Context: an optimization exercise on an open-source flow, tuned for small area, a short achievable clock period and few clock cycles per item. The choices shown serve that exercise and are no tape-out recipe. RTL that was checked went through simulation tests only; none was proved equivalent to the original.

## old
==> flow/design.v <==
module aes_inv_cipher_iter #(
  parameter int NR    = 10,
  parameter int IDX_W = 4
) (
  input  logic             clk,
  input  logic             rst_n,
  input  logic             in_valid,
  output logic             in_ready,
  input  logic [127:0]     in_data,
  output logic [IDX_W-1:0] rk_idx,
  input  logic [127:0]     rk_data,
  output logic             out_valid,
  input  logic             out_ready,
  output logic [127:0]     out_data,
  output logic             busy
);
  function automatic logic [3:0] gf4_mul(input logic [3:0] a, input logic [3:0] b);
    logic [6:0] p;
    p = '0;
    for (int i = 0; i < 4; i++) p = p ^ ((b[i] ? 7'(a) : 7'd0) << i);
    if (p[6]) p = p ^ 7'b1100100;
    if (p[5]) p = p ^ 7'b0110010;
    if (p[4]) p = p ^ 7'b0011001;
    gf4_mul = p[3:0];
  endfunction
  function automatic logic [3:0] gf4_inv(input logic [3:0] a);
    case (a)
      4'h0: gf4_inv = 4'h0; 4'h1: gf4_inv = 4'h1; 4'h2: gf4_inv = 4'hc; 4'h3: gf4_inv = 4'h8; 4'h4: gf4_inv = 4'h6; 4'h5: gf4_inv = 4'hf; 4'h6: gf4_inv = 4'h4; 4'h7: gf4_inv = 4'he; 4'h8: gf4_inv = 4'h3; 4'h9: gf4_inv = 4'hd; 4'ha: gf4_inv = 4'hb; 4'hb: gf4_inv = 4'ha; 4'hc: gf4_inv = 4'h2; 4'hd: gf4_inv = 4'h9; 4'he: gf4_inv = 4'h7; 4'hf: gf4_inv = 4'h5;
      default: gf4_inv = 4'h0;
    endcase
  endfunction
  function automatic logic [11:0] sb_f1(input logic [7:0] b);
    logic [7:0] x;
    logic [3:0] a1, a0, d, di;
    x[0] = ~(b[1] ^ b[7]);
    x[1] = ~(b[1] ^ b[3] ^ b[7]);
    x[2] = b[1] ^ b[2] ^ b[6];
    x[3] = b[2] ^ b[3] ^ b[5] ^ b[6];
    x[4] = b[0] ^ b[4] ^ b[5];
    x[5] = ~(b[0] ^ b[1] ^ b[2] ^ b[4] ^ b[5] ^ b[7]);
    x[6] = ~(b[0] ^ b[3]);
    x[7] = b[3] ^ b[4] ^ b[5] ^ b[6];
    a1 = x[7:4];
    a0 = x[3:0];
    d  = {a1[1] ^ a1[2] ^ a0[2] ^ a0[3], a1[3] ^ a0[1] ^ a0[3], a1[0] ^ a1[2] ^ a1[3] ^ a0[3], a1[2] ^ a1[3] ^ a0[0] ^ a0[2] ^ a0[3]} ^ gf4_mul(a1, a0);
    di = gf4_inv(d);
    sb_f1 = {a1, a0, di};
  endfunction
  function automatic logic [7:0] sb_f2(input logic [11:0] v);
    sb_f2 = {gf4_mul(v[11:8], v[3:0]), gf4_mul(v[11:8] ^ v[7:4], v[3:0])};
  endfunction
  function automatic logic [7:0] sb_back(input logic [7:0] o);
    sb_back[0] = o[0] ^ o[1] ^ o[2] ^ o[3] ^ o[4] ^ o[5];
    sb_back[1] = o[4] ^ o[7];
    sb_back[2] = o[3] ^ o[4] ^ o[5] ^ o[7];
    sb_back[3] = o[3] ^ o[4] ^ o[7];
    sb_back[4] = o[1] ^ o[2] ^ o[4] ^ o[5];
    sb_back[5] = o[2] ^ o[3] ^ o[5] ^ o[6];
    sb_back[6] = o[1] ^ o[3] ^ o[5] ^ o[7];
    sb_back[7] = o[2] ^ o[3] ^ o[7];
  endfunction
  function automatic logic [7:0] xtime(input logic [7:0] a);
    xtime = {a[6:0], 1'b0} ^ (a[7] ? 8'h1b : 8'h00);
  endfunction
  function automatic logic [127:0] inv_mix_columns(input logic [127:0] s);
    logic [127:0] o;
    logic [7:0]   a0, a1, a2, a3, u, v, t;
    o = '0;
    for (int c = 0; c < 4; c++) begin
      a0 = s[127-32*c -: 8];
      a1 = s[119-32*c -: 8];
      a2 = s[111-32*c -: 8];
      a3 = s[103-32*c -: 8];
      u  = xtime(xtime(a0 ^ a2));
      v  = xtime(xtime(a1 ^ a3));
      a0 = a0 ^ u;
      a1 = a1 ^ v;
      a2 = a2 ^ u;
      a3 = a3 ^ v;
      t  = a0 ^ a1 ^ a2 ^ a3;
      o[127-32*c -: 8] = a0 ^ t ^ xtime(a0 ^ a1);
      o[119-32*c -: 8] = a1 ^ t ^ xtime(a1 ^ a2);
      o[111-32*c -: 8] = a2 ^ t ^ xtime(a2 ^ a3);
      o[103-32*c -: 8] = a3 ^ t ^ xtime(a3 ^ a0);
    end
    inv_mix_columns = o;
  endfunction
  logic [191:0] r1;
  logic [127:0] r0, r2;
  logic         v0, done0, v1, new1, v2;
  logic [3:0]   k0, k1, k2;        
  logic         hold0, frozen;
  logic [191:0] s1;
  logic [127:0] u, s2, s3;
  logic         ov_q, busy_q, ir_q, s_q, ir, sel_q;
  logic [3:0]   idx_q;
  logic         v0_nx, done0_nx, v1_nx, new1_nx, v2_nx;
  logic [3:0]   k0_nx, k1_nx, k2_nx;
  assign out_valid = ov_q;
  assign busy      = busy_q;
  assign ir        = ir_q | (s_q & out_ready);
  assign in_ready  = ir;
  assign rk_idx    = (s_q & out_ready) ? 4'd10 : idx_q;
  assign out_data  = r0;
  function automatic logic [191:0] stage1(input logic [127:0] s);
    for (int r = 0; r < 4; r++)
      for (int c = 0; c < 4; c++)
        stage1[191-12*(r+4*c) -: 12] = sb_f1(s[127-8*(r+4*((c-r+4)%4)) -: 8]);
  endfunction
  function automatic logic [127:0] stage2(input logic [191:0] s, input logic raw);
    logic [11:0] v;
    for (int i = 0; i < 16; i++) begin
      v = s[191-12*i -: 12];
      stage2[127-8*i -: 8] = raw ? v[11:4] : sb_back(sb_f2(v));
    end
  endfunction
  assign s1 = stage1(r0);
  assign s2 = stage2(r1, new1) ^ rk_data;
  assign s3 = (k2 == 4'd10 || k2 == 4'd0) ? r2 : inv_mix_columns(r2);
  assign hold0  = v0 & done0 & !out_ready;
  assign frozen = hold0 & v2;
  always_ff @(posedge clk) begin
    if (!hold0)          r0 <= s3;
    if (!frozen || !v1)
      for (int i = 0; i < 16; i++)
        r1[191-12*i -: 12] <= {sel_q ? in_data[127-8*i -: 8] : s1[191-12*i -: 8], s1[183-12*i -: 4]};
    if (!frozen)         r2 <= s2;
  end
  always_comb begin
    v0_nx = v0;  done0_nx = done0;  k0_nx = k0;
    v1_nx = v1;  new1_nx  = new1;   k1_nx = k1;
    v2_nx = v2;  k2_nx    = k2;
    if (!hold0) begin
      v0_nx    = v2;
      done0_nx = (k2 == 4'd0);
      k0_nx    = k2;
    end
    if (!frozen) begin
      v2_nx = v1;
      k2_nx = k1;
    end
    if (!frozen || !v1) begin
      if (ir) begin
        v1_nx   = in_valid;
        new1_nx = 1'b1;
        k1_nx   = 4'd10;
      end else begin
        v1_nx   = v0 & !done0;
        new1_nx = 1'b0;
        k1_nx   = k0 - 4'd1;
      end
    end
  end
  always_ff @(posedge clk or negedge rst_n) begin
    if (!rst_n) begin
      v0 <= 1'b0;  done0 <= 1'b0;  k0 <= 4'd0;
      v1 <= 1'b0;  new1  <= 1'b0;  k1 <= 4'd0;
      v2 <= 1'b0;  k2    <= 4'd0;
      ov_q   <= 1'b0;
      busy_q <= 1'b0;
      ir_q   <= 1'b1;
      s_q    <= 1'b0;
      sel_q  <= 1'b1;
      idx_q  <= 4'd10;
    end else begin
      v0 <= v0_nx;  done0 <= done0_nx;  k0 <= k0_nx;
      v1 <= v1_nx;  new1  <= new1_nx;   k1 <= k1_nx;
      v2 <= v2_nx;  k2    <= k2_nx;
      ov_q   <= v0_nx & done0_nx;
      busy_q <= v0_nx | v1_nx | v2_nx;
      ir_q   <= !v0_nx | (done0_nx & !(v1_nx & v2_nx));
      s_q    <= v0_nx & done0_nx & v1_nx & v2_nx;
      sel_q  <= !v0_nx | done0_nx;
      idx_q  <= (v0_nx & !done0_nx) ? k0_nx - 4'd1 : ((v0_nx & done0_nx & v1_nx & v2_nx) ? k1_nx : 4'd10);
    end
  end
endmodule
==> flow/config.mk <==
export PLATFORM = sky130hd
export DESIGN_NAME = aes_inv_cipher_iter
export DESIGN_NICKNAME = aes_inv_cipher_iter
export VERILOG_FILES = /design/flow/design.v
export SDC_FILE = /design/flow/constraint.sdc
export NUM_CORES = 4
export LEC_CHECK = 0
export CAP_MARGIN = 20
export CORE_MARGIN = 2
export CORE_UTILIZATION = 30
export PLACE_DENSITY = 0.42
export SETUP_SLACK_MARGIN = 2.5
export SLEW_MARGIN = 20
==> flow/constraint.sdc <==
create_clock -name core_clock -period 6.0 [get_ports {clk}]
set_input_delay 1.2000 -clock core_clock [delete_from_list [all_inputs] [get_ports {clk}]]
set_output_delay 1.2000 -clock core_clock [all_outputs]
set_load 0.01 [all_outputs]
standard.sh (not shown) runs the stock make flow with config.mk's settings and CLKGATE_MAP_FILE= SYNTH_SCRIPT=/design/flow/synth_recipe.tcl, a recipe that flattens the netlist after the stock synthesis.
==> flow/flow/run.sh <==
#!/bin/bash
# Layout flow: the standard flow (standard.sh), with two changes.
#  1. After the standard synthesis, the combinational logic is mapped again by Yosys/ABC with
#     ABC's default area-oriented script; every register instance of the standard synthesis is
#     kept as it is (same name, same cell). See resynth.ys.
#  2. The port buffers are buf_1 cells (buffer_ports otherwise picks clkdlybuf4s50_1).
# Each tool's output goes to a log file in this folder.
set -euo pipefail
export BUFFER_PORTS_ARGS="-buffer_cell sky130_fd_sc_hd__buf_1"
R=orfs/results/sky130hd/aes_inv_cipher_iter/base

bash standard.sh synth > standard_synth.log 2>&1

cp $R/1_2_yosys.v $R/1_2_yosys_standard.v
LIB=$FLOW_HOME/platforms/sky130hd/lib/sky130_fd_sc_hd__tt_025C_1v80.lib
DONT_USE=$(sed -n '/^export DONT_USE_CELLS += /,/^$/p' $FLOW_HOME/platforms/sky130hd/config.mk \
  | grep -o 'sky130_fd_sc_hd__[A-Za-z0-9_]*' | sed 's/^/-dont_use /' | tr '\n' ' ')
SEQ=$(grep -o 'sky130_fd_sc_hd__[A-Za-z0-9_]*' $R/1_2_yosys_standard.v | sort -u | grep -E '__(e?dfx|e?dfr|e?dfs|e?dfb|sdf|dl|sedf)' | tr '\n' ' ')
sed -e "s#@SEQ@#$SEQ#g" -e "s#@LIB@#$LIB#g" -e "s#@NETLIST@#$R/1_2_yosys_standard.v#g" -e "s#@OUT@#$R/1_2_yosys.v#g" \
    -e "s#@DONT_USE@#$DONT_USE#g" flow/resynth.ys > resynth_run.ys
yosys -l resynth.log -q resynth_run.ys > resynth_stdout.log 2>&1
rm -f $R/1_synth.odb $R/1_synth.sdc

bash standard.sh > standard.log 2>&1
==> flow/flow/resynth.ys <==
# Map the combinational logic of the standard synthesis again; keep the registers as they are.
read_liberty -ignore_miss_func @LIB@
read_verilog @NETLIST@
hierarchy -top aes_inv_cipher_iter
# the register cells stay instances of their library cells; everything else is flattened
setattr -mod -set keep_hierarchy 1 @SEQ@
flatten
rename -hide w:*.*
hierarchy -top aes_inv_cipher_iter
opt -purge
abc -liberty @LIB@ @DONT_USE@
opt_clean -purge
hilomap -singleton -hicell sky130_fd_sc_hd__conb_1 HI -locell sky130_fd_sc_hd__conb_1 LO
blackbox @SEQ@
stat -liberty @LIB@
write_verilog -noattr -noexpr -nohex -nodec @OUT@
Testbench counts of old, summed over its fixed seeds: cycles 2,136, blocks 192.
### old -> new
--- a/flow/design.v
+++ b/flow/design.v
@@ -92,7 +92,7 @@
   logic         hold0, frozen;
   logic [191:0] s1;
   logic [127:0] u, s2, s3;
-  logic         ov_q, busy_q, ir_q, s_q, ir, sel_q;
+  logic         ov_q, busy_q, ir_q, s_q, ir;
   logic [3:0]   idx_q;
   logic         v0_nx, done0_nx, v1_nx, new1_nx, v2_nx;
   logic [3:0]   k0_nx, k1_nx, k2_nx;
@@ -121,9 +121,14 @@
   assign frozen = hold0 & v2;
   always_ff @(posedge clk) begin
     if (!hold0)          r0 <= s3;
-    if (!frozen || !v1)
-      for (int i = 0; i < 16; i++)
-        r1[191-12*i -: 12] <= {sel_q ? in_data[127-8*i -: 8] : s1[191-12*i -: 8], s1[183-12*i -: 4]};
+    if (!frozen || !v1)  r1 <= (ir_q | s_q) ? {in_data[127:120], 4'h0, in_data[119:112], 4'h0,
+                                       in_data[111:104], 4'h0, in_data[103:96], 4'h0,
+                                       in_data[95:88], 4'h0, in_data[87:80], 4'h0,
+                                       in_data[79:72], 4'h0, in_data[71:64], 4'h0,
+                                       in_data[63:56], 4'h0, in_data[55:48], 4'h0,
+                                       in_data[47:40], 4'h0, in_data[39:32], 4'h0,
+                                       in_data[31:24], 4'h0, in_data[23:16], 4'h0,
+                                       in_data[15:8], 4'h0, in_data[7:0], 4'h0} : s1;
     if (!frozen)         r2 <= s2;
   end
   always_comb begin
@@ -160,7 +165,6 @@
       busy_q <= 1'b0;
       ir_q   <= 1'b1;
       s_q    <= 1'b0;
-      sel_q  <= 1'b1;
       idx_q  <= 4'd10;
     end else begin
       v0 <= v0_nx;  done0 <= done0_nx;  k0 <= k0_nx;
@@ -170,7 +174,6 @@
       busy_q <= v0_nx | v1_nx | v2_nx;
       ir_q   <= !v0_nx | (done0_nx & !(v1_nx & v2_nx));
       s_q    <= v0_nx & done0_nx & v1_nx & v2_nx;
-      sel_q  <= !v0_nx | done0_nx;
       idx_q  <= (v0_nx & !done0_nx) ? k0_nx - 4'd1 : ((v0_nx & done0_nx & v1_nx & v2_nx) ? k1_nx : 4'd10);
     end
   end
- Taking old as the reference point, the design area of new rises by 8.1%.
- [compare] base=old new=new: count of clock-buffer cells in the layout +about 7%; flip-flop and latch count ~0 delta; met2 demand-to-capacity share in global routing +0.22 points.
Only the layout flow was run in new; the RTL was not checked for function there.

[separate check: timing with driven ports]
In the flow no input, the clock included, has a driving cell. The finished layouts below were timed again as built, in two steps. Step 1, drivers: a clkbuf_16 drives clk and a buf_2 each remaining input, both assumed. Step 2 moves the port delays by t, midway between the first and last clock arrival at a register: inputs arrive t later, outputs are due t later. That takes back most of the time a late clock gives input paths. Three values: ideal ports, drivers, drivers and shift; two values: the first two.
| run | t (ns) | setup slack, ns | worst setup path after step 2 | worst slew at a driven data input, ns | cell pins on the clock port's net |
|---|---|---|---|---|---|
| old | 0.738 | 2.718 / 2.718 / 2.125 | input to register | 0.15 | 1 |
| new | 0.719 | 2.649 / 2.649 / 2.067 | input to register | 0.15 | 1 |
After both steps every run listed still meets setup and hold. For old, which loses most, drivers alone change the setup slack by 0.000 ns; drivers and shift together by -0.593 ns.
